Context: an optimization exercise on an open-source flow, tuned for small area, a short achievable clock period and few clock cycles per item. The choices shown serve that exercise and are no tape-out recipe. At most, simulation tests tie the RTL to the original design; equivalence was not proved. Only the layout flow was run in runs 1 to 3; the RTL was not checked for function there.

==> flow/design.v <==
module frac_sad_search #(
    parameter int WIDTH     = 8,
    parameter int HEIGHT    = 8,
    parameter int BITDEPTH  = 8,
    parameter int TAPS      = 8,
    parameter int HALF_TAPS = 3,
    parameter int SAD_W     = 14
) (
    input  logic                             clk,
    input  logic                             reset,
    input  logic                             in_valid,
    output logic                             in_ready,
    input  logic [(WIDTH+TAPS)*BITDEPTH-1:0] filter_pix,
    input  logic [WIDTH*BITDEPTH-1:0]        ref_pix,
    output logic                             out_valid,
    input  logic                             out_ack,
    output logic [SAD_W-1:0]                 sad_int,
    output logic [SAD_W-1:0]                 sad_h,
    output logic [SAD_W-1:0]                 sad_v,
    output logic [1:0]                       best_mode,
    output logic [SAD_W-1:0]                 best_sad
);
    localparam int BD   = BITDEPTH;
    localparam int NPX  = WIDTH + TAPS - 1;           
    localparam int LAST = HEIGHT + TAPS - 2;          
    localparam int RSW  = BD + $clog2(WIDTH);         
    logic [3:0]  cnt_q;            
    logic        ov_q;             
    logic        rdy_q;            
    logic        accept;
    logic [3:0]  cnt_d;
    logic        ov_d;
    logic        fin_q;
    assign in_ready = rdy_q;
    assign accept   = in_valid && rdy_q;
    always_comb begin
        cnt_d = cnt_q;
        if (accept) cnt_d = (cnt_q == 4'(LAST)) ? '0 : cnt_q + 4'd1;
        ov_d = ov_q;
        if (ov_q && out_ack) ov_d = 1'b0;
        else if (fin_q)      ov_d = 1'b1;
    end
    always_ff @(posedge clk) begin
        if (reset) begin
            cnt_q <= '0;
            ov_q  <= 1'b0;
            rdy_q <= 1'b1;
        end else begin
            cnt_q <= cnt_d;
            ov_q  <= ov_d;
            rdy_q <= !(ov_d && cnt_d == 4'(TAPS - 1));
        end
    end
    logic [NPX*BD-1:0]   row_q;
    logic [WIDTH*BD-1:0] ref_q;
    logic                v0_q, c0_q, f0_q, l0_q;
    always_ff @(posedge clk) begin
        row_q <= filter_pix[NPX*BD-1:0];
        ref_q <= ref_pix;
        c0_q  <= cnt_q >= 4'(TAPS - 1);
        f0_q  <= cnt_q == 4'(TAPS - 1);
        l0_q  <= cnt_q == 4'(LAST);
    end
    always_ff @(posedge clk) begin
        if (reset) v0_q <= 1'b0;
        else       v0_q <= accept;
    end
    localparam int CW = WIDTH * BD;                   
    localparam int EW = (NPX - WIDTH) * BD;           
    logic [CW-1:0] wc [TAPS-1];
    logic [EW-1:0] we [4];
    always_ff @(posedge clk) begin
        if (v0_q) begin
            for (int r = 0; r < TAPS - 2; r++) wc[r] <= wc[r+1];
            wc[TAPS-2] <= row_q[HALF_TAPS*BD +: CW];
            for (int r = 0; r < 3; r++) we[r] <= we[r+1];
            we[3] <= {row_q[NPX*BD-1 : (HALF_TAPS+WIDTH)*BD], row_q[HALF_TAPS*BD-1:0]};
        end
    end
    logic [NPX*BD-1:0]  hrow;
    logic [TAPS*BD-1:0] vcol [WIDTH];
    always_comb begin
        hrow = {we[0][EW-1 : HALF_TAPS*BD], wc[3], we[0][HALF_TAPS*BD-1:0]};
        for (int x = 0; x < WIDTH; x++) begin
            for (int t = 0; t < TAPS - 1; t++) vcol[x][t*BD +: BD] = wc[t][x*BD +: BD];
            vcol[x][(TAPS-1)*BD +: BD] = row_q[(x+HALF_TAPS)*BD +: BD];
        end
    end
    logic [9:0] vx [WIDTH], vy [WIDTH], hx [WIDTH], hy [WIDTH];
    logic       vc [WIDTH], hc [WIDTH];
    for (genvar x = 0; x < WIDTH; x++) begin : g_filt
        fsad_filt_cs u_v (.p(vcol[x]), .hx(vx[x]), .hy(vy[x]), .c6(vc[x]));
        fsad_filt_cs u_h (.p(hrow[x*BD +: TAPS*BD]), .hx(hx[x]), .hy(hy[x]), .c6(hc[x]));
    end
    logic [9:0]    s1vx [WIDTH], s1vy [WIDTH], s1hx [WIDTH], s1hy [WIDTH];
    logic          s1vc [WIDTH], s1hc [WIDTH];
    logic [BD-1:0] s1i [WIDTH], s1c [WIDTH];
    logic          v1_q, f1_q, l1_q;
    always_ff @(posedge clk) begin
        for (int x = 0; x < WIDTH; x++) begin
            s1vx[x] <= vx[x];
            s1vy[x] <= vy[x];
            s1vc[x] <= vc[x];
            s1hx[x] <= hx[x];
            s1hy[x] <= hy[x];
            s1hc[x] <= hc[x];
            s1i[x]  <= wc[3][x*BD +: BD];
            s1c[x]  <= ref_q[x*BD +: BD];
        end
        f1_q <= f0_q;
        l1_q <= l0_q;
    end
    always_ff @(posedge clk) begin
        if (reset) v1_q <= 1'b0;
        else       v1_q <= v0_q && c0_q;
    end
    logic [BD-1:0] fv [WIDTH], fh [WIDTH];
    for (genvar x = 0; x < WIDTH; x++) begin : g_fin
        fsad_filt_fin u_v (.hx(s1vx[x]), .hy(s1vy[x]), .c6(s1vc[x]), .f(fv[x]));
        fsad_filt_fin u_h (.hx(s1hx[x]), .hy(s1hy[x]), .c6(s1hc[x]), .f(fh[x]));
    end
    logic [BD:0] dv [WIDTH], dh [WIDTH], di [WIDTH];
    always_comb begin
        for (int x = 0; x < WIDTH; x++) begin
            logic [BD:0] t;
            t = {1'b0, fv[x]} - {1'b0, s1c[x]};
            dv[x] = {t[BD], t[BD-1:0] ^ {BD{t[BD]}}};
            t = {1'b0, fh[x]} - {1'b0, s1c[x]};
            dh[x] = {t[BD], t[BD-1:0] ^ {BD{t[BD]}}};
            t = {1'b0, s1i[x]} - {1'b0, s1c[x]};
            di[x] = {t[BD], t[BD-1:0] ^ {BD{t[BD]}}};
        end
    end
    logic [BD:0] s2v [WIDTH], s2h [WIDTH], s2i [WIDTH];
    logic        v2_q, f2_q, l2_q;
    always_ff @(posedge clk) begin
        for (int x = 0; x < WIDTH; x++) begin
            s2v[x] <= dv[x];
            s2h[x] <= dh[x];
            s2i[x] <= di[x];
        end
        f2_q <= f1_q;
        l2_q <= l1_q;
    end
    always_ff @(posedge clk) begin
        if (reset) v2_q <= 1'b0;
        else       v2_q <= v1_q;
    end
    logic [RSW-1:0] rix, riy, rhx, rhy, rvx, rvy;
    fsad_rowsum_cs u_ri (.e0(s2i[0]), .e1(s2i[1]), .e2(s2i[2]), .e3(s2i[3]),
                         .e4(s2i[4]), .e5(s2i[5]), .e6(s2i[6]), .e7(s2i[7]), .rx(rix), .ry(riy));
    fsad_rowsum_cs u_rh (.e0(s2h[0]), .e1(s2h[1]), .e2(s2h[2]), .e3(s2h[3]),
                         .e4(s2h[4]), .e5(s2h[5]), .e6(s2h[6]), .e7(s2h[7]), .rx(rhx), .ry(rhy));
    fsad_rowsum_cs u_rv (.e0(s2v[0]), .e1(s2v[1]), .e2(s2v[2]), .e3(s2v[3]),
                         .e4(s2v[4]), .e5(s2v[5]), .e6(s2v[6]), .e7(s2v[7]), .rx(rvx), .ry(rvy));
    logic [RSW-1:0] r3ix, r3iy, r3hx, r3hy, r3vx, r3vy;
    logic           v3_q, f3_q, l3_q;
    always_ff @(posedge clk) begin
        r3ix <= rix;
        r3iy <= riy;
        r3hx <= rhx;
        r3hy <= rhy;
        r3vx <= rvx;
        r3vy <= rvy;
        f3_q <= f2_q;
        l3_q <= l2_q;
    end
    always_ff @(posedge clk) begin
        if (reset) v3_q <= 1'b0;
        else       v3_q <= v2_q;
    end
    logic [SAD_W-1:0] acc_i, acc_h, acc_v;
    always_ff @(posedge clk) begin
        if (v3_q) begin
            acc_i <= (f3_q ? '0 : acc_i) + SAD_W'(r3ix) + SAD_W'(r3iy);
            acc_h <= (f3_q ? '0 : acc_h) + SAD_W'(r3hx) + SAD_W'(r3hy);
            acc_v <= (f3_q ? '0 : acc_v) + SAD_W'(r3vx) + SAD_W'(r3vy);
        end
    end
    always_ff @(posedge clk) begin
        if (reset) fin_q <= 1'b0;
        else       fin_q <= v3_q && l3_q;
    end
    logic [1:0]       bm_c, bm_q;
    logic [SAD_W-1:0] bs_c, bs_q;
    always_comb begin
        logic hi, vi, vh;
        hi = acc_h < acc_i;
        vi = acc_v < acc_i;
        vh = acc_v < acc_h;
        if (hi) begin
            bm_c = vh ? 2'd2 : 2'd1;
            bs_c = vh ? acc_v : acc_h;
        end else begin
            bm_c = vi ? 2'd2 : 2'd0;
            bs_c = vi ? acc_v : acc_i;
        end
    end
    always_ff @(posedge clk) begin
        if (fin_q) begin
            bm_q <= bm_c;
            bs_q <= bs_c;
        end
    end
    assign out_valid = ov_q;
    assign sad_int   = acc_i;
    assign sad_h     = acc_h;
    assign sad_v     = acc_v;
    assign best_mode = bm_q;
    assign best_sad  = bs_q;
endmodule
module fsad_filt_cs (
    input  logic [63:0] p,
    output logic [9:0]  hx,
    output logic [9:0]  hy,
    output logic        c6
);
    wire n1 = ~p[16];
    wire n2 = ~p[40];
    wire n3 = ~p[0];
    wire n4 = ~p[56];
    wire n5 = ~p[17];
    wire n6 = ~p[41];
    wire n7 = ~p[1];
    wire n8 = ~p[57];
    wire n9 = ~p[18];
    wire n10 = ~p[42];
    wire n11 = ~p[2];
    wire n12 = ~p[58];
    wire n13 = ~p[19];
    wire n14 = ~p[43];
    wire n15 = ~p[3];
    wire n16 = ~p[59];
    wire n17 = ~p[20];
    wire n18 = ~p[44];
    wire n19 = ~p[4];
    wire n20 = ~p[60];
    wire n21 = ~p[21];
    wire n22 = ~p[45];
    wire n23 = ~p[5];
    wire n24 = ~p[61];
    wire n25 = ~p[22];
    wire n26 = ~p[46];
    wire n27 = ~p[6];
    wire n28 = ~p[62];
    wire n29 = ~p[23];
    wire n30 = ~p[47];
    wire n31 = ~p[7];
    wire n32 = ~p[63];
    wire n33, n34;
    assign {n34, n33} = {1'b0, p[24]} + {1'b0, p[26]} + {1'b0, p[32]};
    wire n35, n36;
    assign {n36, n35} = {1'b0, p[25]} + {1'b0, p[27]} + {1'b0, p[33]};
    wire n37, n38;
    assign {n38, n37} = {1'b0, p[26]} + {1'b0, p[28]} + {1'b0, p[34]};
    wire n39, n40;
    assign {n40, n39} = {1'b0, p[24]} + {1'b0, p[32]} + {1'b0, n1};
    wire n41, n42;
    assign {n42, n41} = {1'b0, n9} + {1'b0, n13} + {1'b0, n2};
    wire n43, n44;
    assign {n44, n43} = {1'b0, p[25]} + {1'b0, p[33]} + {1'b0, n5};
    wire n45, n46;
    assign {n46, n45} = {1'b0, n13} + {1'b0, n17} + {1'b0, n6};
    wire n47, n48;
    assign {n48, n47} = {1'b0, n14} + {1'b0, n18} + {1'b0, p[10]};
    wire n49, n50;
    assign {n50, n49} = {1'b0, p[34]} + {1'b0, n9} + {1'b0, n17};
    wire n51, n52;
    assign {n52, n51} = {1'b0, n21} + {1'b0, n10} + {1'b0, n18};
    wire n53, n54;
    assign {n54, n53} = {1'b0, n22} + {1'b0, p[11]} + {1'b0, p[51]};
    wire n55 = n23 ^ n24;
    wire n56 = n23 & n24;
    wire n57, n58;
    assign {n58, n57} = {1'b0, p[35]} + {1'b0, n13} + {1'b0, n21};
    wire n59, n60;
    assign {n60, n59} = {1'b0, n25} + {1'b0, n14} + {1'b0, n22};
    wire n61, n62;
    assign {n62, n61} = {1'b0, n26} + {1'b0, p[12]} + {1'b0, p[52]};
    wire n63, n64;
    assign {n64, n63} = {1'b0, n27} + {1'b0, n28} + {1'b0, n34};
    wire n65, n66;
    assign {n66, n65} = {1'b0, p[36]} + {1'b0, n17} + {1'b0, n25};
    wire n67, n68;
    assign {n68, n67} = {1'b0, n29} + {1'b0, n18} + {1'b0, n26};
    wire n69, n70;
    assign {n70, n69} = {1'b0, n30} + {1'b0, p[13]} + {1'b0, p[53]};
    wire n71, n72;
    assign {n72, n71} = {1'b0, n31} + {1'b0, n32} + {1'b0, n36};
    wire n73, n74;
    assign {n74, n73} = {1'b0, p[27]} + {1'b0, p[29]} + {1'b0, p[35]};
    wire n75, n76;
    assign {n76, n75} = {1'b0, p[37]} + {1'b0, n21} + {1'b0, n29};
    wire n77, n78;
    assign {n78, n77} = {1'b0, n22} + {1'b0, n30} + {1'b0, p[14]};
    wire n79, n80;
    assign {n80, n79} = {1'b0, p[28]} + {1'b0, p[30]} + {1'b0, p[36]};
    wire n81, n82;
    assign {n82, n81} = {1'b0, n5} + {1'b0, n9} + {1'b0, n6};
    wire n83, n84;
    assign {n84, n83} = {1'b0, n10} + {1'b0, n14} + {1'b0, p[9]};
    wire n85, n86;
    assign {n86, n85} = {1'b0, p[49]} + {1'b0, n15} + {1'b0, n16};
    wire n87, n88;
    assign {n88, n87} = {1'b0, p[50]} + {1'b0, n19} + {1'b0, n20};
    wire n89, n90;
    assign {n90, n89} = {1'b0, 1'b1} + {1'b0, n40} + {1'b0, n42};
    wire n91 = n43 ^ n45;
    wire n92 = n43 & n45;
    wire n93, n94;
    assign {n94, n93} = {1'b0, 1'b1} + {1'b0, n33} + {1'b0, n44};
    wire n95, n96;
    assign {n96, n95} = {1'b0, n46} + {1'b0, n48} + {1'b0, n49};
    wire n97, n98;
    assign {n98, n97} = {1'b0, n51} + {1'b0, n53} + {1'b0, n55};
    wire n99, n100;
    assign {n100, n99} = {1'b0, n35} + {1'b0, n50} + {1'b0, n52};
    wire n101, n102;
    assign {n102, n101} = {1'b0, n54} + {1'b0, n56} + {1'b0, n57};
    wire n103, n104;
    assign {n104, n103} = {1'b0, n59} + {1'b0, n61} + {1'b0, n63};
    wire n105, n106;
    assign {n106, n105} = {1'b0, n37} + {1'b0, n58} + {1'b0, n60};
    wire n107, n108;
    assign {n108, n107} = {1'b0, n62} + {1'b0, n64} + {1'b0, n65};
    wire n109, n110;
    assign {n110, n109} = {1'b0, n67} + {1'b0, n69} + {1'b0, n71};
    wire n111, n112;
    assign {n112, n111} = {1'b0, p[54]} + {1'b0, n38} + {1'b0, n66};
    wire n113, n114;
    assign {n114, n113} = {1'b0, n68} + {1'b0, n70} + {1'b0, n72};
    wire n115, n116;
    assign {n116, n115} = {1'b0, n73} + {1'b0, n75} + {1'b0, n77};
    wire n117, n118;
    assign {n118, n117} = {1'b0, p[38]} + {1'b0, n25} + {1'b0, n26};
    wire n119, n120;
    assign {n120, n119} = {1'b0, p[15]} + {1'b0, p[55]} + {1'b0, n74};
    wire n121, n122;
    assign {n122, n121} = {1'b0, n76} + {1'b0, n78} + {1'b0, n79};
    wire n123, n124;
    assign {n124, n123} = {1'b0, p[29]} + {1'b0, p[31]} + {1'b0, p[37]};
    wire n125, n126;
    assign {n126, n125} = {1'b0, p[39]} + {1'b0, n29} + {1'b0, n30};
    wire n127, n128;
    assign {n128, n127} = {1'b0, n1} + {1'b0, n5} + {1'b0, n2};
    wire n129, n130;
    assign {n130, n129} = {1'b0, n10} + {1'b0, p[8]} + {1'b0, p[48]};
    wire n131 = n11 ^ n12;
    wire n132 = n11 & n12;
    wire n133, n134;
    assign {n134, n133} = {1'b0, 1'b1} + {1'b0, n39} + {1'b0, n41};
    wire n135, n136;
    assign {n136, n135} = {1'b0, n82} + {1'b0, n83} + {1'b0, n85};
    wire n137, n138;
    assign {n138, n137} = {1'b0, n47} + {1'b0, n84} + {1'b0, n86};
    wire n139, n140;
    assign {n140, n139} = {1'b0, n87} + {1'b0, n89} + {1'b0, n91};
    wire n141, n142;
    assign {n142, n141} = {1'b0, n88} + {1'b0, n90} + {1'b0, n92};
    wire n143, n144;
    assign {n144, n143} = {1'b0, n93} + {1'b0, n95} + {1'b0, n97};
    wire n145, n146;
    assign {n146, n145} = {1'b0, n94} + {1'b0, n96} + {1'b0, n98};
    wire n147, n148;
    assign {n148, n147} = {1'b0, n99} + {1'b0, n101} + {1'b0, n103};
    wire n149, n150;
    assign {n150, n149} = {1'b0, n100} + {1'b0, n102} + {1'b0, n104};
    wire n151, n152;
    assign {n152, n151} = {1'b0, n105} + {1'b0, n107} + {1'b0, n109};
    wire n153, n154;
    assign {n154, n153} = {1'b0, n106} + {1'b0, n108} + {1'b0, n110};
    wire n155, n156;
    assign {n156, n155} = {1'b0, n111} + {1'b0, n113} + {1'b0, n115};
    wire n157, n158;
    assign {n158, n157} = {1'b0, n112} + {1'b0, n114} + {1'b0, n116};
    wire n159, n160;
    assign {n160, n159} = {1'b0, n117} + {1'b0, n119} + {1'b0, n121};
    wire n161, n162;
    assign {n162, n161} = {1'b0, n80} + {1'b0, n118} + {1'b0, n120};
    wire n163, n164;
    assign {n164, n163} = {1'b0, n122} + {1'b0, n123} + {1'b0, n125};
    wire n165, n166;
    assign {n166, n165} = {1'b0, p[30]} + {1'b0, p[38]} + {1'b0, n124};
    wire n167 = n1 ^ n2;
    wire n168 = n1 & n2;
    wire n169, n170;
    assign {n170, n169} = {1'b0, n6} + {1'b0, n7} + {1'b0, n8};
    wire n171, n172;
    assign {n172, n171} = {1'b0, n81} + {1'b0, n128} + {1'b0, n129};
    wire n173, n174;
    assign {n174, n173} = {1'b0, n130} + {1'b0, n132} + {1'b0, n133};
    wire n175, n176;
    assign {n176, n175} = {1'b0, n134} + {1'b0, n136} + {1'b0, n137};
    wire n177, n178;
    assign {n178, n177} = {1'b0, n138} + {1'b0, n140} + {1'b0, n141};
    wire n179, n180;
    assign {n180, n179} = {1'b0, n142} + {1'b0, n144} + {1'b0, n145};
    wire n181, n182;
    assign {n182, n181} = {1'b0, n146} + {1'b0, n148} + {1'b0, n149};
    wire n183, n184;
    assign {n184, n183} = {1'b0, n150} + {1'b0, n152} + {1'b0, n153};
    wire n185, n186;
    assign {n186, n185} = {1'b0, n154} + {1'b0, n156} + {1'b0, n157};
    wire n187, n188;
    assign {n188, n187} = {1'b0, n158} + {1'b0, n160} + {1'b0, n161};
    wire n189, n190;
    assign {n190, n189} = {1'b0, n126} + {1'b0, n162} + {1'b0, n164};
    wire n191 = p[31] ^ p[39];
    wire n192 = p[31] & p[39];
    wire n193 = n3 ^ n4;
    wire n194 = n3 & n4;
    wire n195, n196;
    assign {n196, n195} = {1'b0, n127} + {1'b0, n168} + {1'b0, n169};
    wire n197, n198;
    assign {n198, n197} = {1'b0, n131} + {1'b0, n170} + {1'b0, n171};
    wire n199, n200;
    assign {n200, n199} = {1'b0, n135} + {1'b0, n172} + {1'b0, n173};
    wire n201, n202;
    assign {n202, n201} = {1'b0, n139} + {1'b0, n174} + {1'b0, n175};
    wire n203, n204;
    assign {n204, n203} = {1'b0, n143} + {1'b0, n176} + {1'b0, n177};
    wire n205, n206;
    assign {n206, n205} = {1'b0, n147} + {1'b0, n178} + {1'b0, n179};
    wire n207, n208;
    assign {n208, n207} = {1'b0, n151} + {1'b0, n180} + {1'b0, n181};
    wire n209, n210;
    assign {n210, n209} = {1'b0, n155} + {1'b0, n182} + {1'b0, n183};
    wire n211, n212;
    assign {n212, n211} = {1'b0, n159} + {1'b0, n184} + {1'b0, n185};
    wire n213, n214;
    assign {n214, n213} = {1'b0, n163} + {1'b0, n186} + {1'b0, n187};
    wire n215, n216;
    assign {n216, n215} = {1'b0, n165} + {1'b0, n188} + {1'b0, n189};
    wire n217, n218;
    assign {n218, n217} = {1'b0, n166} + {1'b0, n190} + {1'b0, n191};
    wire [15:0] x = {1'b0, 1'b0, ~n192, ~n216, ~n214, ~n212, ~n210, ~n208, ~n206, ~n204, ~n202, ~n200, ~n198, ~n196, ~n194, ~n167};
    wire [15:0] y = {1'b0, 1'b0, ~n218, ~n217, ~n215, ~n213, ~n211, ~n209, ~n207, ~n205, ~n203, ~n201, ~n199, ~n197, ~n195, ~n193};
    wire [6:0] lo = {1'b0, x[5:0] ^ 6'd63} + {1'b0, y[5:0] ^ 6'd63};
    assign hx = x[15:6];
    assign hy = y[15:6];
    assign c6 = lo[6];
endmodule
module fsad_filt_fin (
    input  logic [9:0] hx,
    input  logic [9:0] hy,
    input  logic       c6,
    output logic [7:0] f
);
    wire [9:0] s = (hx ^ 10'd255) + (hy ^ 10'd255) + {9'd0, c6} + 10'd928;
    assign f = s[9] ? 8'd0 : s[8] ? 8'd255 : s[7:0];
endmodule
module fsad_rowsum_cs (
    input  logic [8:0]  e0,
    input  logic [8:0]  e1,
    input  logic [8:0]  e2,
    input  logic [8:0]  e3,
    input  logic [8:0]  e4,
    input  logic [8:0]  e5,
    input  logic [8:0]  e6,
    input  logic [8:0]  e7,
    output logic [10:0] rx,
    output logic [10:0] ry
);
    wire n1, n2;
    assign {n2, n1} = {1'b0, e0[0]} + {1'b0, e0[8]} + {1'b0, e1[0]};
    wire n3 = e1[8] ^ e2[0];
    wire n4 = e1[8] & e2[0];
    wire n5, n6;
    assign {n6, n5} = {1'b0, e2[8]} + {1'b0, e3[0]} + {1'b0, e3[8]};
    wire n7, n8;
    assign {n8, n7} = {1'b0, e4[0]} + {1'b0, e4[8]} + {1'b0, e5[0]};
    wire n9, n10;
    assign {n10, n9} = {1'b0, e0[1]} + {1'b0, e1[1]} + {1'b0, e2[1]};
    wire n11 = e3[1] ^ e4[1];
    wire n12 = e3[1] & e4[1];
    wire n13 = e0[2] ^ e1[2];
    wire n14 = e0[2] & e1[2];
    wire n15, n16;
    assign {n16, n15} = {1'b0, e5[8]} + {1'b0, e6[0]} + {1'b0, e6[8]};
    wire n17 = e7[0] ^ e7[8];
    wire n18 = e7[0] & e7[8];
    wire n19, n20;
    assign {n20, n19} = {1'b0, e5[1]} + {1'b0, e6[1]} + {1'b0, e7[1]};
    wire n21, n22;
    assign {n22, n21} = {1'b0, n2} + {1'b0, n4} + {1'b0, n6};
    wire n23 = n8 ^ n9;
    wire n24 = n8 & n9;
    wire n25, n26;
    assign {n26, n25} = {1'b0, e2[2]} + {1'b0, e3[2]} + {1'b0, e4[2]};
    wire n27, n28;
    assign {n28, n27} = {1'b0, e5[2]} + {1'b0, e6[2]} + {1'b0, e7[2]};
    wire n29, n30;
    assign {n30, n29} = {1'b0, n10} + {1'b0, n12} + {1'b0, n13};
    wire n31, n32;
    assign {n32, n31} = {1'b0, e0[3]} + {1'b0, e1[3]} + {1'b0, e2[3]};
    wire n33, n34;
    assign {n34, n33} = {1'b0, e3[3]} + {1'b0, e4[3]} + {1'b0, e5[3]};
    wire n35, n36;
    assign {n36, n35} = {1'b0, e6[3]} + {1'b0, e7[3]} + {1'b0, n14};
    wire n37, n38;
    assign {n38, n37} = {1'b0, e0[4]} + {1'b0, e1[4]} + {1'b0, e2[4]};
    wire n39, n40;
    assign {n40, n39} = {1'b0, e3[4]} + {1'b0, e4[4]} + {1'b0, e5[4]};
    wire n41 = e6[4] ^ e7[4];
    wire n42 = e6[4] & e7[4];
    wire n43, n44;
    assign {n44, n43} = {1'b0, e0[5]} + {1'b0, e1[5]} + {1'b0, e2[5]};
    wire n45, n46;
    assign {n46, n45} = {1'b0, e3[5]} + {1'b0, e4[5]} + {1'b0, e5[5]};
    wire n47 = e6[5] ^ e7[5];
    wire n48 = e6[5] & e7[5];
    wire n49, n50;
    assign {n50, n49} = {1'b0, e0[6]} + {1'b0, e1[6]} + {1'b0, e2[6]};
    wire n51, n52;
    assign {n52, n51} = {1'b0, e3[6]} + {1'b0, e4[6]} + {1'b0, e5[6]};
    wire n53 = e6[6] ^ e7[6];
    wire n54 = e6[6] & e7[6];
    wire n55, n56;
    assign {n56, n55} = {1'b0, e0[7]} + {1'b0, e1[7]} + {1'b0, e2[7]};
    wire n57, n58;
    assign {n58, n57} = {1'b0, e3[7]} + {1'b0, e4[7]} + {1'b0, e5[7]};
    wire n59 = e6[7] ^ e7[7];
    wire n60 = e6[7] & e7[7];
    wire n61, n62;
    assign {n62, n61} = {1'b0, n1} + {1'b0, n3} + {1'b0, n5};
    wire n63, n64;
    assign {n64, n63} = {1'b0, n11} + {1'b0, n16} + {1'b0, n18};
    wire n65 = n19 ^ n21;
    wire n66 = n19 & n21;
    wire n67, n68;
    assign {n68, n67} = {1'b0, n20} + {1'b0, n22} + {1'b0, n24};
    wire n69, n70;
    assign {n70, n69} = {1'b0, n25} + {1'b0, n27} + {1'b0, n29};
    wire n71, n72;
    assign {n72, n71} = {1'b0, n26} + {1'b0, n28} + {1'b0, n30};
    wire n73, n74;
    assign {n74, n73} = {1'b0, n31} + {1'b0, n33} + {1'b0, n35};
    wire n75, n76;
    assign {n76, n75} = {1'b0, n32} + {1'b0, n34} + {1'b0, n36};
    wire n77, n78;
    assign {n78, n77} = {1'b0, n37} + {1'b0, n39} + {1'b0, n41};
    wire n79, n80;
    assign {n80, n79} = {1'b0, n38} + {1'b0, n40} + {1'b0, n42};
    wire n81, n82;
    assign {n82, n81} = {1'b0, n43} + {1'b0, n45} + {1'b0, n47};
    wire n83, n84;
    assign {n84, n83} = {1'b0, n44} + {1'b0, n46} + {1'b0, n48};
    wire n85, n86;
    assign {n86, n85} = {1'b0, n49} + {1'b0, n51} + {1'b0, n53};
    wire n87, n88;
    assign {n88, n87} = {1'b0, n50} + {1'b0, n52} + {1'b0, n54};
    wire n89, n90;
    assign {n90, n89} = {1'b0, n55} + {1'b0, n57} + {1'b0, n59};
    wire n91 = n56 ^ n58;
    wire n92 = n56 & n58;
    wire n93 = n7 ^ n15;
    wire n94 = n7 & n15;
    wire n95, n96;
    assign {n96, n95} = {1'b0, n23} + {1'b0, n62} + {1'b0, n63};
    wire n97, n98;
    assign {n98, n97} = {1'b0, n64} + {1'b0, n66} + {1'b0, n67};
    wire n99, n100;
    assign {n100, n99} = {1'b0, n68} + {1'b0, n70} + {1'b0, n71};
    wire n101, n102;
    assign {n102, n101} = {1'b0, n72} + {1'b0, n74} + {1'b0, n75};
    wire n103, n104;
    assign {n104, n103} = {1'b0, n76} + {1'b0, n78} + {1'b0, n79};
    wire n105, n106;
    assign {n106, n105} = {1'b0, n80} + {1'b0, n82} + {1'b0, n83};
    wire n107, n108;
    assign {n108, n107} = {1'b0, n84} + {1'b0, n86} + {1'b0, n87};
    wire n109, n110;
    assign {n110, n109} = {1'b0, n60} + {1'b0, n88} + {1'b0, n90};
    wire n111 = n17 ^ n61;
    wire n112 = n17 & n61;
    wire n113, n114;
    assign {n114, n113} = {1'b0, n65} + {1'b0, n94} + {1'b0, n95};
    wire n115, n116;
    assign {n116, n115} = {1'b0, n69} + {1'b0, n96} + {1'b0, n97};
    wire n117, n118;
    assign {n118, n117} = {1'b0, n73} + {1'b0, n98} + {1'b0, n99};
    wire n119, n120;
    assign {n120, n119} = {1'b0, n77} + {1'b0, n100} + {1'b0, n101};
    wire n121, n122;
    assign {n122, n121} = {1'b0, n81} + {1'b0, n102} + {1'b0, n103};
    wire n123, n124;
    assign {n124, n123} = {1'b0, n85} + {1'b0, n104} + {1'b0, n105};
    wire n125, n126;
    assign {n126, n125} = {1'b0, n89} + {1'b0, n106} + {1'b0, n107};
    wire n127, n128;
    assign {n128, n127} = {1'b0, n91} + {1'b0, n108} + {1'b0, n109};
    wire n129 = n92 ^ n110;
    wire n130 = n92 & n110;
    assign rx = {n130, n128, n126, n124, n122, n120, n118, n116, n114, n112, n93};
    assign ry = {1'b0, n129, n127, n125, n123, n121, n119, n117, n115, n113, n111};
endmodule
==> flow/run.sh <==
#!/bin/bash
# synth_recipe.tcl (not shown) runs the flow's synth.tcl, then flattens the netlist and writes it again
# the make line also repeats each setting of config.mk as NAME=value (left out here)
make -C /OpenROAD-flow-scripts/flow DESIGN_CONFIG=/design/flow/config.mk WORK_HOME=/design/flow/orfs CLKGATE_MAP_FILE= SYNTH_SCRIPT=/design/flow/synth_recipe.tcl finish
==> flow/config.mk <==
export PLATFORM = sky130hd
export DESIGN_NAME = frac_sad_search
export DESIGN_NICKNAME = frac_sad_search
export VERILOG_FILES = /design/flow/design.v
export SDC_FILE = /design/flow/constraint.sdc
export NUM_CORES = 4
export LEC_CHECK = 0
export CAP_MARGIN = 20
export CORE_MARGIN = 2
export CORE_UTILIZATION = 40
export SLEW_MARGIN = 20
==> flow/constraint.sdc <==
create_clock -name core_clock -period 12.0 [get_ports {clk}]
set_input_delay 2.4000 -clock core_clock [delete_from_list [all_inputs] [get_ports {clk}]]
set_output_delay 2.4000 -clock core_clock [all_outputs]
set_load 0.01 [all_outputs]
==> flow_summary_export.csv, run 1 <==
group,metric,value,unit
sta,period_share,48.3,%
route,via_per_inst,4.79,
synth,synthSimpleGateAreaFrac,4.44,%
placed_design,place_area,111000,um2
clocking,htree_num_levels,4,
hold_path,hold_path_depth,0,
worst_setup_path,crit_path_start_kind,"flop",
die,die_h,513,um
synth,yosys-top-cells-count,"inv_1, fa_1, dfxtp_1",
sta,fin_ws,6.20,ns
synth,async_flop_share,0,%
worst_setup_path,crit_buf_inv,2,
die,coreArea,257000,um2
synth,synth_nets,10900,
die,ios,256,
sta,drv_slew,0,
sta,post-route-min-period,5.80,ns
placed_design,gp_congestion,0.927,
route,post_drt_wl_per_cell,20.8,um
route,drt_iter0_markers,3803,
synth,yosysSeqAreaShare,38.2,%
sta,setup_viol,0,
global_routing,grt_use_total,20.0,%
placed_design,pre_cts_slack,6.49,ns
clocking,postCtsSetupRepairBufs,0,
synth,ys.warnings.count,43,
die,die_area,263000,um2
hold_path,hold_path_end,"s1c[3][5]",
sta,fmax,0.173,GHz
synth,netlist_instances,8389,
global_routing,grt_pass1_vias,64200,
route,vias,59300,
clocking,cts_num_sinks,1613,
worst_setup_path,required,12.73,ns
layout,layout.cells.non_filler,12400,
layout,layout-drive-gt1-share,5.70,%
sta,clock_skew,0.0997,ns
sta,rsz0062_at_grt,"no",
sta,tightest_slew,1.16,ns
clocking,ctsHoldBuffers,0,
flow_run,cap_violations,0,
hold_path,hold_start,"ref_q[29]",
outcome,status,"timing/DRC/antenna clean",
synth,ys_types,98,
global_routing,grt_util_met2,32.4,%
synth,synth-edff-count,730,
synth,yosysTopAreaCellShare,30.4,%
worst_setup_path,critPathCaptureType,"flop",
global_routing,grt_max_degree,159,
sta,relSlewSlack,22.9,%
global_routing,grt_use_met1,27.0,%
worst_setup_path,timing.rr.start,"s1vy[3][0]",
clocking,cts_root_buffer,"clkbuf_16",
layout,finalNetCount,11300,
layout,n_fill_cell,23100,
global_routing,overflow,0,
die,initial_core_util,40.3,%
synth,syn_area,104000,um2
synth,synth_seq_cells,1613,
route,drtPass1Iterations,6,
clocking,tritoncts.num_buffers,189,
synth,synth_top_family_by_area,"adder cells",
clocking,path_clk_slew,0.06,ns
layout,fin_area,117000,um2
synth,syn_avg_cell_area,12.3,um2
synth,synth_ff_type,"dfxtp_1",
worst_setup_path,r2r-end,"s2v[3][6]",
worst_setup_path,critPathSlowestCell,"o21ai_0",
worst_setup_path,cp_max_fo,8,
clocking,cts_buffer_depth,4,
global_routing,antenna_found_initial,9,
clocking,post_cts_resized,0,
synth,synth_xor_area_share,4.03,%
global_routing,use_met3,3.36,%
route,ant_nets,0,
hold_path,hp-class,"flop to flop",
worst_setup_path,path_cells,"inv_1, ha_1, fa_1, a21oi_1, o21ai_1, o21ai_0, nand2b_1, xnor2_1, o21ai_1, xnor2_1, o21ai_0, ha_1, fa_1, inv_1, a21oi_1, o21bai_1, a221oi_1, nor2b_1, o21ai_0, nand2b_1, xnor2_1",
synth,synth_top_area_cell,"fa_1",
worst_setup_path,arrival,6.52,ns
placed_design,placed_cells,12000,
sta,hold_viol,0,
worst_setup_path,critical_path_class,"flop to flop",
worst_setup_path,crit_family,"compound AO/OA/AOI/OAI gates",
clocking,worstSkewPairLatency,0.88,ns
clocking,cts_tree,"done",
placed_design,io_buffers,247,
synth,netlist_top_cells_area,"fa_1, edfxtp_1, dfxtp_1, ha_1, inv_1",
die,fp.dieW,513,um
layout,final_util,45.5,%
synth,synth.area.mux_share,0.197,%
global_routing,busiest_layer,"met2",
layout,syn_to_final_growth,13.1,%
sta,finalSetupTns,0,ns
synth,synth_compound_area_share,6.26,%
worst_setup_path,r2r_cells,21,
placed_design,dp_hpwl,209,mm
route,drcViolationCount,0,
global_routing,grt_first_pass_wirelength,394,mm
route,wl,258,mm
worst_setup_path,slowest_delay,0.82,ns
die,rows,186,
synth,synthAdderAreaFrac,39.2,%
synth,yosysMostFrequentCell,"inv_1",
worst_setup_path,r2r_setup_slack,6.20,ns
==> stage by stage <==
| step | hold slack [ns] |
|---|---|
| final | 0.288 |
| after global routing | 0.287 |
| after CTS | 0.282 |
| after detailed placement | 0.312 |
| after global placement | 0.312 |
| after floorplan | 0.310 |
==> metal layers <==
layer,vias to the layer above,part of all wire (%)
li1,27400,-
met1,29900,44
met2,1518,47
met3,436,5.6
met4,4,4.0
met5,-,0.013
==> flip-flops by register name (all words and copies together), names as in the netlist, 11 cells and up <==
signal / count
s2i: 72
s1i: 64
we: 224
ref_q: 64
acc_i: 14
row_q: 120
bs_q: 14
r3vx: 11
s1hx: 64
s2v: 72
s1vy: 64
r3hx: 11
wc: 448
s2h: 72
acc_v: 14
s1vx: 64
r3ix: 11
acc_h: 14
s1hy: 64
s1c: 64
==> area by class of cell <==
type,count,area (um2),share of cell area (%)
diodes,2,5.00,0.00427
repair buffers,318,3040,2.60
flip-flops and latches,1613,39600,33.8
clock buffers,251,5540,4.73
clock inverters,92,923,0.788
multi-input cells,4686,56100,47.9
inverters,2043,7670,6.55
well taps,3384,4230,3.62
==> cells in the final DEF (no fill, tap or decap), types with 23 or more instances in the layout <==
| cell | n |
|---|---|
| xnor2_1 | 312 |
| buf_4 | 67 |
| or2_2 | 23 |
| a21oi_1 | 306 |
| nor2b_1 | 108 |
| nor3_1 | 45 |
| clkinv_2 | 32 |
| dfxtp_1 | 881 |
| o21ai_0 | 234 |
| nand4_1 | 23 |
| edfxtp_1 | 730 |
| o21bai_1 | 42 |
| o21ai_1 | 25 |
| o21a_1 | 31 |
| a31o_2 | 23 |
| nand3_1 | 31 |
| clkbuf_1 | 25 |
| clkbuf_16 | 207 |
| and3_1 | 48 |
| xor2_1 | 149 |
| nand2_1 | 158 |
| a211oi_1 | 24 |
| o22ai_1 | 36 |
| fa_1 | 1570 |
| clkdlybuf4s50_1 | 247 |
| ha_1 | 732 |
| inv_1 | 2039 |
| a21o_1 | 82 |
| nand2b_1 | 95 |
| nor2_1 | 241 |
==> logic make-up after synthesis <==
kind of cell    Yosys count
compound gates         1008
flops                  1613
buf+inv                2090
mux                      20
simple gates            882
xor+xnor                469
fa+ha+maj              2307
==> how the worst max path moves through the flow <==
stage	startpoint	end	slack [ns]	depth (start not counted)
finish	s1vy[3][0]	s2v[3][6]	6.20	21
global route	s1vy[3][0]	s2v[3][5]	5.91	21
floorplan	v0_q	wc[0][0]	3.14	0
global placement	s1vy[3][0]	s2v[3][1]	6.63	21
detailed placement	s1vy[3][0]	s2v[3][0]	6.49	21
CTS	s1vy[3][0]	s2v[3][0]	6.40	21
==> inputs of run 2 (changes only) <==
--- a/flow/design.v
+++ b/flow/design.v
@@ -116,8 +116,7 @@
     end
-    logic [BD-1:0] fv [WIDTH], fh [WIDTH];
-    for (genvar x = 0; x < WIDTH; x++) begin : g_fin
-        fsad_filt_fin u_v (.hx(s1vx[x]), .hy(s1vy[x]), .c6(s1vc[x]), .f(fv[x]));
-        fsad_filt_fin u_h (.hx(s1hx[x]), .hy(s1hy[x]), .c6(s1hc[x]), .f(fh[x]));
-    end
     logic [BD:0] dv [WIDTH], dh [WIDTH], di [WIDTH];
+    for (genvar x = 0; x < WIDTH; x++) begin : g_diff
+        fsad_filt_diff u_v (.hx(s1vx[x]), .hy(s1vy[x]), .c6(s1vc[x]), .c(s1c[x]), .e(dv[x]));
+        fsad_filt_diff u_h (.hx(s1hx[x]), .hy(s1hy[x]), .c6(s1hc[x]), .c(s1c[x]), .e(dh[x]));
+    end
     always_comb begin
@@ -125,6 +124,2 @@
             logic [BD:0] t;
-            t = {1'b0, fv[x]} - {1'b0, s1c[x]};
-            dv[x] = {t[BD], t[BD-1:0] ^ {BD{t[BD]}}};
-            t = {1'b0, fh[x]} - {1'b0, s1c[x]};
-            dh[x] = {t[BD], t[BD-1:0] ^ {BD{t[BD]}}};
             t = {1'b0, s1i[x]} - {1'b0, s1c[x]};
@@ -442,3 +437,3 @@
 endmodule
-module fsad_filt_fin (
+module fsad_filt_diff (
     input  logic [9:0] hx,
@@ -446,6 +441,14 @@
     input  logic       c6,
-    output logic [7:0] f
+    input  logic [7:0] c,
+    output logic [8:0] e
 );
-    wire [9:0] s = (hx ^ 10'd255) + (hy ^ 10'd255) + {9'd0, c6} + 10'd928;
-    assign f = s[9] ? 8'd0 : s[8] ? 8'd255 : s[7:0];
+    wire [9:0] x = hx ^ 10'd255;
+    wire [9:0] y = hy ^ 10'd255;
+    wire [9:0] s = x + y + {9'd0, c6} + 10'd928;
+    wire [9:0] t = x + y + {9'd0, c6} + 10'd928 - {2'd0, c};
+    always_comb begin
+        if (s[9])      e = {1'b0, c};            
+        else if (s[8]) e = {1'b0, ~c};           
+        else           e = {t[9], t[7:0] ^ {8{t[9]}}};
+    end
 endmodule
--- a/flow/config.mk
+++ b/flow/config.mk
@@ -7,5 +7,5 @@
 export LEC_CHECK = 0
-export CAP_MARGIN = 20
+export CAP_MARGIN = 50
 export CORE_MARGIN = 2
 export CORE_UTILIZATION = 40
-export SLEW_MARGIN = 20
+export SLEW_MARGIN = 75
==> run 2 against run 1 <==
Clock skew up 0.0014 ns. Sequential share of layout area down 0.91 points. Worst setup slack better by 1.3 ns. Global-route usage up 0.54 points. Design area up 2.9%. Register-to-register slack better by 1.3 ns. Synthesized cell count up 2.1%. Via count up 3.4%. Clock-buffer cell count up 7.
==> flow_summary_export.csv, run 2 <==
group,metric,value,unit
sta,fin_ws,7.55,ns
route,drtPass1Iterations,6,
global_routing,grt_max_degree,49,
route,vias,61300,
route,via_per_inst,4.82,
worst_setup_path,cp_max_fo,4,
synth,synth_seq_cells,1613,
synth,synth-edff-count,730,
synth,netlist_instances,8568,
clocking,tritoncts.num_buffers,191,
clocking,worstSkewPairLatency,0.90,ns
die,die_area,264000,um2
route,drt_iter0_markers,4336,
hold_path,hold_path_depth,0,
die,ios,256,
sta,finalSetupTns,0,ns
sta,hold_viol,0,
layout,layout-drive-gt1-share,9.38,%
synth,syn_area,104000,um2
layout,final_cell_mix,"inv_1, fa_1, dfxtp_1, edfxtp_1, ha_1",
clocking,path_clk_slew,0.06,ns
synth,synth_ff_type,"dfxtp_1",
worst_setup_path,arrival,5.23,ns
synth,async_flop_share,0,%
sta,clock_skew,0.101,ns
worst_setup_path,critical_path_class,"flop to flop",
sta,fmax,0.225,GHz
synth,netlist_top_cells_area,"fa_1, edfxtp_1, dfxtp_1, ha_1, inv_1",
die,fp.dieW,514,um
global_routing,grt_pass1_vias,65600,
layout,syn_to_final_growth,15.7,%
sta,drv_slew,0,
layout,reg_top3,"wc: 448 flops, we: 224 flops, row_q: 120 flops",
worst_setup_path,r2r_cells,16,
clocking,cts_root_buffer,"clkbuf_16",
synth,yosysSeqAreaShare,38.0,%
outcome,status,"timing/DRC/antenna clean",
clocking,htree_num_levels,4,
layout,largest_reg_flops,448,
route,ant_nets,0,
placed_design,io_buffers,247,
route,wl,268,mm
placed_design,gp_congestion,0.932,
synth,syn_avg_cell_area,12.2,um2
global_routing,grt_first_pass_wirelength,405,mm
synth,yosysTopAreaCellShare,30.2,%
die,coreArea,259000,um2
die,rows,187,
synth,yosysMostFrequentCell,"inv_1",
synth,ys.warnings.count,40,
global_routing,antenna_found_initial,9,
worst_setup_path,required,12.78,ns
worst_setup_path,crit_path_start_kind,"flop",
layout,layout_commonest_cell,"inv_1",
clocking,ctsHoldBuffers,0,
layout,finalNetCount,11600,
sta,relSlewSlack,74.7,%
global_routing,grt_use_total,20.5,%
flow_run,cap_violations,0,
die,initial_core_util,40.2,%
clocking,cts_tree,"done",
clocking,postCtsSetupRepairBufs,0,
clocking,post_cts_resized,0,
synth,synth_top_area_cell,"fa_1",
layout,largest_register,"wc",
hold_path,hp-class,"flop to flop",
clocking,cts_num_sinks,1613,
worst_setup_path,critPathCaptureType,"flop",
route,post_drt_wl_per_cell,21.1,um
sta,holdWs,0.293,ns
die,die_h,514,um
synth,synth_nets,11000,
placed_design,pre_cts_slack,7.57,ns
sta,post-route-min-period,4.45,ns
synth,yosys-top-cells-count,"inv_1, fa_1, dfxtp_1",
global_routing,overflow,0,
placed_design,dp_hpwl,220,mm
route,drcViolationCount,0,
sta,tightest_slew,0.372,ns
synth,ys_types,89,
sta,period_share,37.0,%
clocking,cts_buffer_depth,4,
sta,setup_viol,0,
sta,rsz0062_at_grt,"no",
==> run 2: cell count changes after synthesis, moves of 32 or more <==
cell and change:
nand2b_1 -33, mux2i_1 +42, a211oi_1 +48, nor2_1 +158, o21ai_0 -32, a21oi_1 -147
xnor2_1 -73, nand2_1 -46, nor3_1 +46, nand3_1 +41, inv_1 +76, ha_1 -32
==> run 2: final cells by class <==
| cell class | count | area (um2) |
|---|---|---|
| tap | 3402 | 4260 |
| sequential | 1613 | 39600 |
| timing repair buffer | 456 | 4230 |
| fill | 23200 | 139000 |
| inverter | 2115 | 8020 |
| antenna | 8 | 20.0 |
| multi-input combinational | 4768 | 57700 |
| clock inverter | 89 | 986 |
| clock buffer | 258 | 5580 |
==> run 2: per-layer routing <==
layer / up-vias / wire length, um / GRT usage [%]
met5: - / 13 / 0
met4: 2 / 9420 / 6.77
met3: 449 / 15200 / 3.47
met2: 1567 / 124000 / 33.0
met1: 30900 / 119000 / 28.2
li1: 28300 / - / -
==> run 2: worst max-delay path, cell delays in order, from the launching register on <==
cell and delay [ns]:
dfxtp_1 0.38, inv_1 0.06, ha_1 0.22, fa_1 0.41, a21o_1 0.20, a21o_1 0.21, xor2_1 0.28, nand3_1 0.18
xnor2_1 0.17, ha_1 0.22, or3_1 0.31, o211ai_1 0.30, nor2b_2 0.31, xor2_1 0.17, a21oi_1 0.09, a221oi_1 0.29
clkdlybuf4s50_1 0.56
==> run 2: worst paths after layout <==
kind / from / to / slack [ns]
setup / recovery: s1hx[3][0] / s2h[3][7] / 7.55
setup reg to reg: s1hx[3][0] / s2h[3][7] / 7.55
hold / removal: ref_q[23] / s1c[2][7] / 0.29
hold reg to reg: ref_q[23] / s1c[2][7] / 0.29
==> run 2: logic make-up after synthesis <==
group,after synthesis,synth area share (%)
XOR/XNOR,375,3.17
flip-flops,1613,38.0
adder cells (fa/ha/maj),2270,38.6
multiplexers,65,0.632
AND/OR/NAND/NOR,1050,5.01
buffers and inverters,2187,7.91
AO/OA/AOI/OAI,1008,6.68
==> run 2: stage by stage <==
step                cell area, um2  cells  util (%)
floorplan                   104000   8568         -
global placement            111000  12200      42.9
detailed placement          113000  12300      43.7
CTS                         120000  12700      46.2
global route                120000  12700      46.5
finish                      120000  12700      46.5
==> inputs of run 3 (changes only) <==
--- a/flow/config.mk
+++ b/flow/config.mk
@@ -10,2 +10,5 @@
 export CORE_UTILIZATION = 40
+export CTS_BUF_LIST = sky130_fd_sc_hd__clkbuf_8
+export CTS_CLUSTER_DIAMETER = 60
+export CTS_CLUSTER_SIZE = 20
 export SLEW_MARGIN = 75
==> run 3 against run 2 <==
Largest cell class unchanged. Worst setup slack lost 0.12 ns. First-iteration DRC count shrank 1.7%. Highest routed layer unchanged.
==> flow_summary_export.csv, run 3 <==
group,metric,value,unit
sta,clock_skew,0.101,ns
sta,fin_ws,7.44,ns
clocking,post_cts_resized,0,
layout,layout-drive-gt1-share,9.18,%
clocking,postCtsSetupRepairBufs,0,
sta,finalSetupTns,0,ns
worst_setup_path,timing.rr.start,"s1hx[3][0]",
clocking,cts_tree,"done",
clocking,path_clk_slew,0.11,ns
die,die_h,514,um
worst_setup_path,crit_path_start_kind,"flop",
sta,tightest_slew,0.377,ns
worst_setup_path,cp_max_fo,7,
sta,hold_viol,0,
worst_setup_path,r2r-end,"s2h[3][7]",
hold_path,hold_path_depth,0,
sta,period_share,38.0,%
route,drcViolationCount,0,
synth,synth_ff_type,"dfxtp_1",
synth,netlist_top_cells_area,"fa_1, edfxtp_1, dfxtp_1, ha_1, inv_1",
global_routing,overflow,0,
worst_setup_path,crit_buf_inv,1,
route,wl,267,mm
synth,async_flop_share,0,%
worst_setup_path,critPathCaptureType,"output port",
sta,post-route-min-period,4.56,ns
layout,final_cell_mix,"inv_1, fa_1, dfxtp_1, edfxtp_1, ha_1",
layout,final_util,45.5,%
global_routing,grt_use_met1,28.2,%
die,coreArea,259000,um2
die,rows,187,
worst_setup_path,critPathSlowestCell,"clkdlybuf4s50_1",
global_routing,use_met3,3.23,%
sta,fmax,0.219,GHz
worst_setup_path,crit_start,"acc_v[12]",
global_routing,grt_use_total,20.4,%
synth,ys_types,89,
placed_design,place_area,113000,um2
worst_setup_path,crit_family,"buffers and inverters",
outcome,status,"timing/DRC/antenna clean",
flow_run,cap_violations,0,
hold_path,hp-class,"flop to flop",
synth,ys.warnings.count,40,
layout,fin_area,118000,um2
clocking,cts_num_sinks,1613,
synth,yosys-top-cells-count,"inv_1, fa_1, dfxtp_1",
route,via_per_inst,4.82,
hold_path,hold_start,"ref_q[23]",
clocking,cts_buffer_depth,4,
route,drt_iter0_markers,4261,
worst_setup_path,path_cells,"clkdlybuf4s50_1",
layout,syn_to_final_growth,13.3,%
worst_setup_path,required,9.60,ns
global_routing,grt_util_met2,32.8,%
synth,yosysTopAreaCellShare,30.2,%
worst_setup_path,r2r_setup_slack,7.53,ns
global_routing,grt_pass1_vias,65300,
global_routing,antenna_found_initial,8,
layout,finalNetCount,11600,
die,die_area,264000,um2
placed_design,pre_cts_slack,7.57,ns
synth,syn_area,104000,um2
synth,synth_seq_cells,1613,
sta,setup_viol,0,
clocking,cts_root_buffer,"clkbuf_8",
die,fp.dieW,514,um
synth,yosysMostFrequentCell,"inv_1",
worst_setup_path,arrival,2.16,ns
worst_setup_path,critical_path_class,"flop to output port",
placed_design,io_buffers,247,
placed_design,dp_hpwl,220,mm
synth,synth_top_area_cell,"fa_1",
synth,synth-edff-count,730,
layout,largest_reg_flops,448,
layout,reg_top3,"wc: 448 flops, we: 224 flops, row_q: 120 flops",
die,initial_core_util,40.2,%
worst_setup_path,r2r_cells,16,
synth,yosysSeqAreaShare,38.0,%
worst_setup_path,slowest_delay,0.60,ns
clocking,htree_num_levels,4,
route,vias,61000,
hold_path,hold_path_end,"s1c[2][7]",
clocking,tritoncts.num_buffers,166,
synth,syn_avg_cell_area,12.2,um2
synth,netlist_instances,8568,
global_routing,grt_max_degree,49,
layout,largest_register,"wc",
route,ant_nets,0,
die,ios,256,
placed_design,gp_congestion,0.932,
sta,relSlewSlack,74.3,%
global_routing,busiest_layer,"met2",
sta,drv_slew,0,
clocking,ctsHoldBuffers,0,
route,drtPass1Iterations,6,
route,post_drt_wl_per_cell,21.1,um
sta,rsz0062_at_grt,"no",
clocking,worstSkewPairLatency,1.02,ns
synth,synth_nets,11000,
layout,layout_commonest_cell,"inv_1",
global_routing,grt_first_pass_wirelength,403,mm
## run 3: cell types whose count changed in the layout (fill, tap and decap cells not counted), moves of 5 or more
cell / before / now
inv_16: 2 / 11
clkinv_2: 23 / 4
inv_12: 0 / 15
clkinv_8: 0 / 32
inv_8: 1 / 10
inv_1: 2060 / 2068
clkinv_4: 16 / 11
clkbuf_1: 30 / 2
clkinvlp_4: 6 / 11
clkinv_1: 10 / 3
clkbuf_8: 23 / 169
clkbuf_16: 206 / 0
inv_6: 8 / 13
inv_4: 41 / 36
## run 3: per-stage QoR
step                hold slack (ns)  instances
finish                        0.307      12700
global route                  0.314      12700
CTS                           0.303      12600
detailed placement            0.312      12300
global placement              0.315      12200
floorplan                     0.310       8568
## run 3: kinds of logic after synthesis
logic type      count (synthesis)  synth area share (%)
compound gates               1008                  6.68
xor+xnor                      375                  3.17
fa+ha+maj                    2270                  38.6
buf+inv                      2187                  7.91
flops                        1613                  38.0
mux                            65                 0.632
simple gates                 1050                  5.01
## run 3: how the worst max path moves through the flow
stage                endpoint  slack [ns]  depth (start not counted)
global placement      s1vc[1]        6.99                         12
CTS                 sad_v[12]        7.30                          1
global route        s2h[3][7]        7.25                         16
floorplan            wc[0][0]        3.14                          0
detailed placement  s2h[3][7]        7.57                         16
finish              sad_v[12]        7.44                          1
## run 3: area by class of cell
class | count | area [um2]
Antenna cell | 9 | 22.5
Clock buffer | 169 | 2330
Clock inverter | 130 | 1790
Fill cell | 23500 | 141000
Inverter | 2115 | 8020
Multi-Input combinational cell | 4768 | 57700
Sequential cell | 1613 | 39600
Tap cell | 3402 | 4260
Timing Repair Buffer | 455 | 4220
## run 3: per-layer routing
| layer | vias to the layer above | wire, um |
|---|---|---|
| met2 | 1547 | 124000 |
| met5 | - | 13 |
| met1 | 30800 | 119000 |
| met4 | 2 | 9280 |
| met3 | 426 | 14100 |
| li1 | 28300 | - |
==> inputs of run 4 (changes only) <==
--- a/flow/design.v
+++ b/flow/design.v
@@ -94,5 +94,14 @@
     end
+    logic [BD:0] di [WIDTH];
+    always_comb begin
+        for (int x = 0; x < WIDTH; x++) begin
+            logic [BD:0] t;
+            t = {1'b0, wc[3][x*BD +: BD]} - {1'b0, ref_q[x*BD +: BD]};
+            di[x] = {t[BD], t[BD-1:0] ^ {BD{t[BD]}}};
+        end
+    end
     logic [9:0]    s1vx [WIDTH], s1vy [WIDTH], s1hx [WIDTH], s1hy [WIDTH];
     logic          s1vc [WIDTH], s1hc [WIDTH];
-    logic [BD-1:0] s1i [WIDTH], s1c [WIDTH];
+    logic [BD:0]   s1i [WIDTH];
+    logic [BD-1:0] s1c [WIDTH];
     logic          v1_q, f1_q, l1_q;
@@ -106,3 +115,3 @@
             s1hc[x] <= hc[x];
-            s1i[x]  <= wc[3][x*BD +: BD];
+            s1i[x]  <= di[x];
             s1c[x]  <= ref_q[x*BD +: BD];
@@ -116,3 +125,3 @@
     end
-    logic [BD:0] dv [WIDTH], dh [WIDTH], di [WIDTH];
+    logic [BD:0] dv [WIDTH], dh [WIDTH];
     for (genvar x = 0; x < WIDTH; x++) begin : g_diff
@@ -121,10 +130,7 @@
     end
-    always_comb begin
-        for (int x = 0; x < WIDTH; x++) begin
-            logic [BD:0] t;
-            t = {1'b0, s1i[x]} - {1'b0, s1c[x]};
-            di[x] = {t[BD], t[BD-1:0] ^ {BD{t[BD]}}};
-        end
-    end
-    logic [BD:0] s2v [WIDTH], s2h [WIDTH], s2i [WIDTH];
+    logic [RSW-1:0] rix, riy;
+    fsad_rowsum_cs u_ri (.e0(s1i[0]), .e1(s1i[1]), .e2(s1i[2]), .e3(s1i[3]),
+                         .e4(s1i[4]), .e5(s1i[5]), .e6(s1i[6]), .e7(s1i[7]), .rx(rix), .ry(riy));
+    logic [BD:0]    s2v [WIDTH], s2h [WIDTH];
+    logic [RSW-1:0] r2ix, r2iy;
     logic        v2_q, f2_q, l2_q;
@@ -134,4 +140,5 @@
             s2h[x] <= dh[x];
-            s2i[x] <= di[x];
         end
+        r2ix <= rix;
+        r2iy <= riy;
         f2_q <= f1_q;
@@ -143,5 +150,3 @@
     end
-    logic [RSW-1:0] rix, riy, rhx, rhy, rvx, rvy;
-    fsad_rowsum_cs u_ri (.e0(s2i[0]), .e1(s2i[1]), .e2(s2i[2]), .e3(s2i[3]),
-                         .e4(s2i[4]), .e5(s2i[5]), .e6(s2i[6]), .e7(s2i[7]), .rx(rix), .ry(riy));
+    logic [RSW-1:0] rhx, rhy, rvx, rvy;
     fsad_rowsum_cs u_rh (.e0(s2h[0]), .e1(s2h[1]), .e2(s2h[2]), .e3(s2h[3]),
@@ -150,7 +155,5 @@
                          .e4(s2v[4]), .e5(s2v[5]), .e6(s2v[6]), .e7(s2v[7]), .rx(rvx), .ry(rvy));
-    logic [RSW-1:0] r3ix, r3iy, r3hx, r3hy, r3vx, r3vy;
+    logic [RSW-1:0] r3hx, r3hy, r3vx, r3vy;
     logic           v3_q, f3_q, l3_q;
     always_ff @(posedge clk) begin
-        r3ix <= rix;
-        r3iy <= riy;
         r3hx <= rhx;
@@ -166,6 +169,9 @@
     end
-    logic [SAD_W-1:0] acc_i, acc_h, acc_v;
+    logic [SAD_W-1:0] acc_i;
+    always_ff @(posedge clk) begin
+        if (v2_q) acc_i <= (f2_q ? '0 : acc_i) + SAD_W'(r2ix) + SAD_W'(r2iy);
+    end
+    logic [SAD_W-1:0] acc_h, acc_v;
     always_ff @(posedge clk) begin
         if (v3_q) begin
-            acc_i <= (f3_q ? '0 : acc_i) + SAD_W'(r3ix) + SAD_W'(r3iy);
             acc_h <= (f3_q ? '0 : acc_h) + SAD_W'(r3hx) + SAD_W'(r3hy);
--- a/flow/config.mk
+++ b/flow/config.mk
@@ -10,3 +10,3 @@
 export CORE_UTILIZATION = 40
-export CTS_BUF_LIST = sky130_fd_sc_hd__clkbuf_8
+export CTS_BUF_LIST = sky130_fd_sc_hd__clkbuf_8 sky130_fd_sc_hd__clkbuf_16
 export CTS_CLUSTER_DIAMETER = 60
==> run 4 against run 3 <==
Clock skew fell by 0.048 ns. Register-to-register slack got worse by 0.09 ns. First-iteration DRC count is 2.3% lower. Highest routed layer is now met4.
==> flow_summary_export.csv, run 4 <==
group,metric,value,unit
layout,final_util,46.3,%
global_routing,grt_pass1_vias,65900,
sta,finalSetupTns,0,ns
sta,drv_slew,0,
synth,syn_area,103000,um2
outcome,status,"timing/DRC/antenna clean",
sta,tightest_slew,0.420,ns
sta,post-route-min-period,4.56,ns
global_routing,antenna_found_initial,9,
clocking,htree_num_levels,4,
sta,rsz0062_at_grt,"no",
clocking,worstSkewPairLatency,0.85,ns
route,drcViolationCount,0,
worst_setup_path,crit_top_cell,"ha_1",
die,die_h,512,um
route,post_drt_wl_per_cell,21.8,um
sta,hold_viol,0,
sta,setup_viol,0,
placed_design,io_buffers,247,
clocking,postCtsSetupRepairBufs,0,
clocking,cts_buffer_depth,3,
worst_setup_path,crit_family,"compound AO/OA/AOI/OAI gates",
synth,async_flop_share,0,%
layout,layout_commonest_cell,"inv_1",
global_routing,overflow,0,
clocking,tritoncts.num_buffers,159,
synth,yosysMostFrequentCell,"inv_1",
synth,synth_seq_cells,1549,
layout,register_area,38400,um2
layout,largest_register,"wc",
clocking,cts_tree,"done",
placed_design,pre_cts_slack,7.42,ns
die,fp.dieW,512,um
worst_setup_path,critPathSlowestCell,"fa_1",
synth,yosys-top-cells-count,"inv_1, fa_1, dfxtp_1",
sta,period_share,38.0,%
worst_setup_path,slowest_delay,0.44,ns
layout,finalNetCount,11500,
layout,n_fill_cell,23000,
synth,synth-edff-count,730,
route,ant_nets,0,
worst_setup_path,cp_max_fo,8,
synth,netlist_top_cells_area,"fa_1, edfxtp_1, dfxtp_1, ha_1, inv_1",
route,via_per_inst,4.88,
synth,yosysSeqAreaShare,37.1,%
die,die_area,262000,um2
synth,netlist_instances,8477,
synth,ys_types,105,
global_routing,grt_first_pass_wirelength,415,mm
route,vias,61400,
hold_path,hold_start,"l2_q",
placed_design,gp_congestion,0.942,
layout,final_cell_mix,"inv_1, fa_1, dfxtp_1, edfxtp_1, ha_1",
die,initial_core_util,40.2,%
synth,ys.warnings.count,38,
global_routing,grt_max_degree,50,
sta,clock_skew,0.0533,ns
worst_setup_path,critical_path_class,"flop to flop",
placed_design,dp_hpwl,226,mm
layout,reg_top3,"wc: 448 flops, we: 224 flops, row_q: 120 flops",
worst_setup_path,timing.rr.start,"s1hy[7][0]",
sta,relSlewSlack,71.9,%
layout,largest_reg_flops,448,
clocking,cts_root_buffer,"clkbuf_16",
synth,synth_nets,10900,
synth,yosysTopAreaCellShare,30.4,%
route,drtPass1Iterations,6,
worst_setup_path,crit_start,"s1hy[7][0]",
worst_setup_path,path_cells,"inv_1, ha_1, fa_1, a21o_1, a21oi_2, xor2_2, nand4b_1, buf_2, clkbuf_2, xnor2_4, ha_1, o21ai_0, a21oi_1, o22ai_1, o21ba_2, xor2_1, a2111oi_2, clkdlybuf4s25_1",
sta,fin_ws,7.44,ns
die,coreArea,257000,um2
die,rows,186,
layout,multi_input_area,58400,um2
worst_setup_path,required,12.77,ns
die,ios,256,
synth,syn_avg_cell_area,12.2,um2
worst_setup_path,crit_path_start_kind,"flop",
sta,fmax,0.219,GHz
worst_setup_path,r2r_setup_slack,7.44,ns
clocking,cts_num_sinks,1549,
layout,syn_to_final_growth,15.2,%
clocking,ctsHoldBuffers,0,
route,wl,274,mm
global_routing,grt_use_total,21.2,%
synth,synth_ff_type,"dfxtp_1",
worst_setup_path,arrival,5.33,ns
layout,layout-drive-gt1-share,9.47,%
hold_path,hp-class,"flop to flop",
flow_run,cap_violations,0,
synth,synth_top_area_cell,"fa_1",
route,drt_iter0_markers,4162,
clocking,path_clk_slew,0.08,ns
clocking,post_cts_resized,0,
worst_setup_path,crit_buf_inv,4,
worst_setup_path,critPathCaptureType,"flop",
sta,holdWs,0.329,ns
[run 4: final timing paths]
kind / endpoint / depth (start not counted)
max: s2h[7][1] / 18
min reg2reg: l3_q / 0
max reg2reg: s2h[7][1] / 18
min: l3_q / 0
[run 4: cells by family after synthesis]
family | Yosys count | synth area share (%)
AOI/OAI and AO/OA | 1067 | 7.36
xor gates and xnor gates | 401 | 3.42
adders and majority gates | 2270 | 38.9
buffers and inverters | 2165 | 7.92
DFF | 1549 | 37.1
muxes | 59 | 0.593
and+or+nand+nor | 966 | 4.65
[run 4: area by class of cell]
type / instances / area share [%]
multi-input cells: 4763 / 49.1
diodes: 2 / 0.00421
inverters: 2103 / 6.70
well taps: 3384 / 3.56
clock buffers: 168 / 3.48
flip-flops and latches: 1549 / 32.2
repair buffers: 468 / 3.65
clock inverters: 130 / 1.31
[run 4: per-stage QoR]
step                      area [um2]  std cells
after floorplan               103000       8477
final                         119000      12600
after CTS                     118000      12500
after global routing          119000      12600
after global placement        110000      12100
after detailed placement      113000      12200
[run 4: routing by layer]
metal	global-route usage, %	vias up	part of all wire (%)
met5	0	-	0
met4	7.23	0	3.9
met3	4.04	433	5.9
met2	33.5	1659	46
met1	29.4	31100	45
li1	-	28200	-
Testbench counts of run 4, summed over its fixed seeds: cycles 15,408, blocks 1,024.

[afterwards: timing with drivers on the ports]
No port has a modelled driver above. Below, the same layouts with a new extraction and two added sets of constraints.
Step 1 sets driving cells, clkbuf_16 on the clock port and buf_2 on the other inputs (assumed; they add their load-dependent delay and slew).
Step 2, shift: input delay + t, output delay - t, t = (earliest + latest rising clock arrival at the registers) / 2. This alone moves slack from input paths to output paths.
a / b / c = ideal / step 1 / step 2; a / b = the first two.
| run | t (ns) | slack for setup (ns) | worst setup path after step 2 | worst data-port slew with drivers (ns) | cell pins on the clock port's net |
|---|---|---|---|---|---|
| run 1 | 0.925 | 6.205 / 6.205 / 6.205 | register to register | 0.06 | 1 |
| run 2 | 0.933 | 7.554 / 7.484 / 7.554 | register to register | 0.05 | 1 |
| run 3 | 1.046 | 7.439 / 7.356 / 7.532 | register to register | 0.05 | 1 |
| run 4 | 0.908 | 7.435 / 7.435 / 7.435 | register to register | 0.05 | 1 |
After both steps every run listed still meets setup and hold.
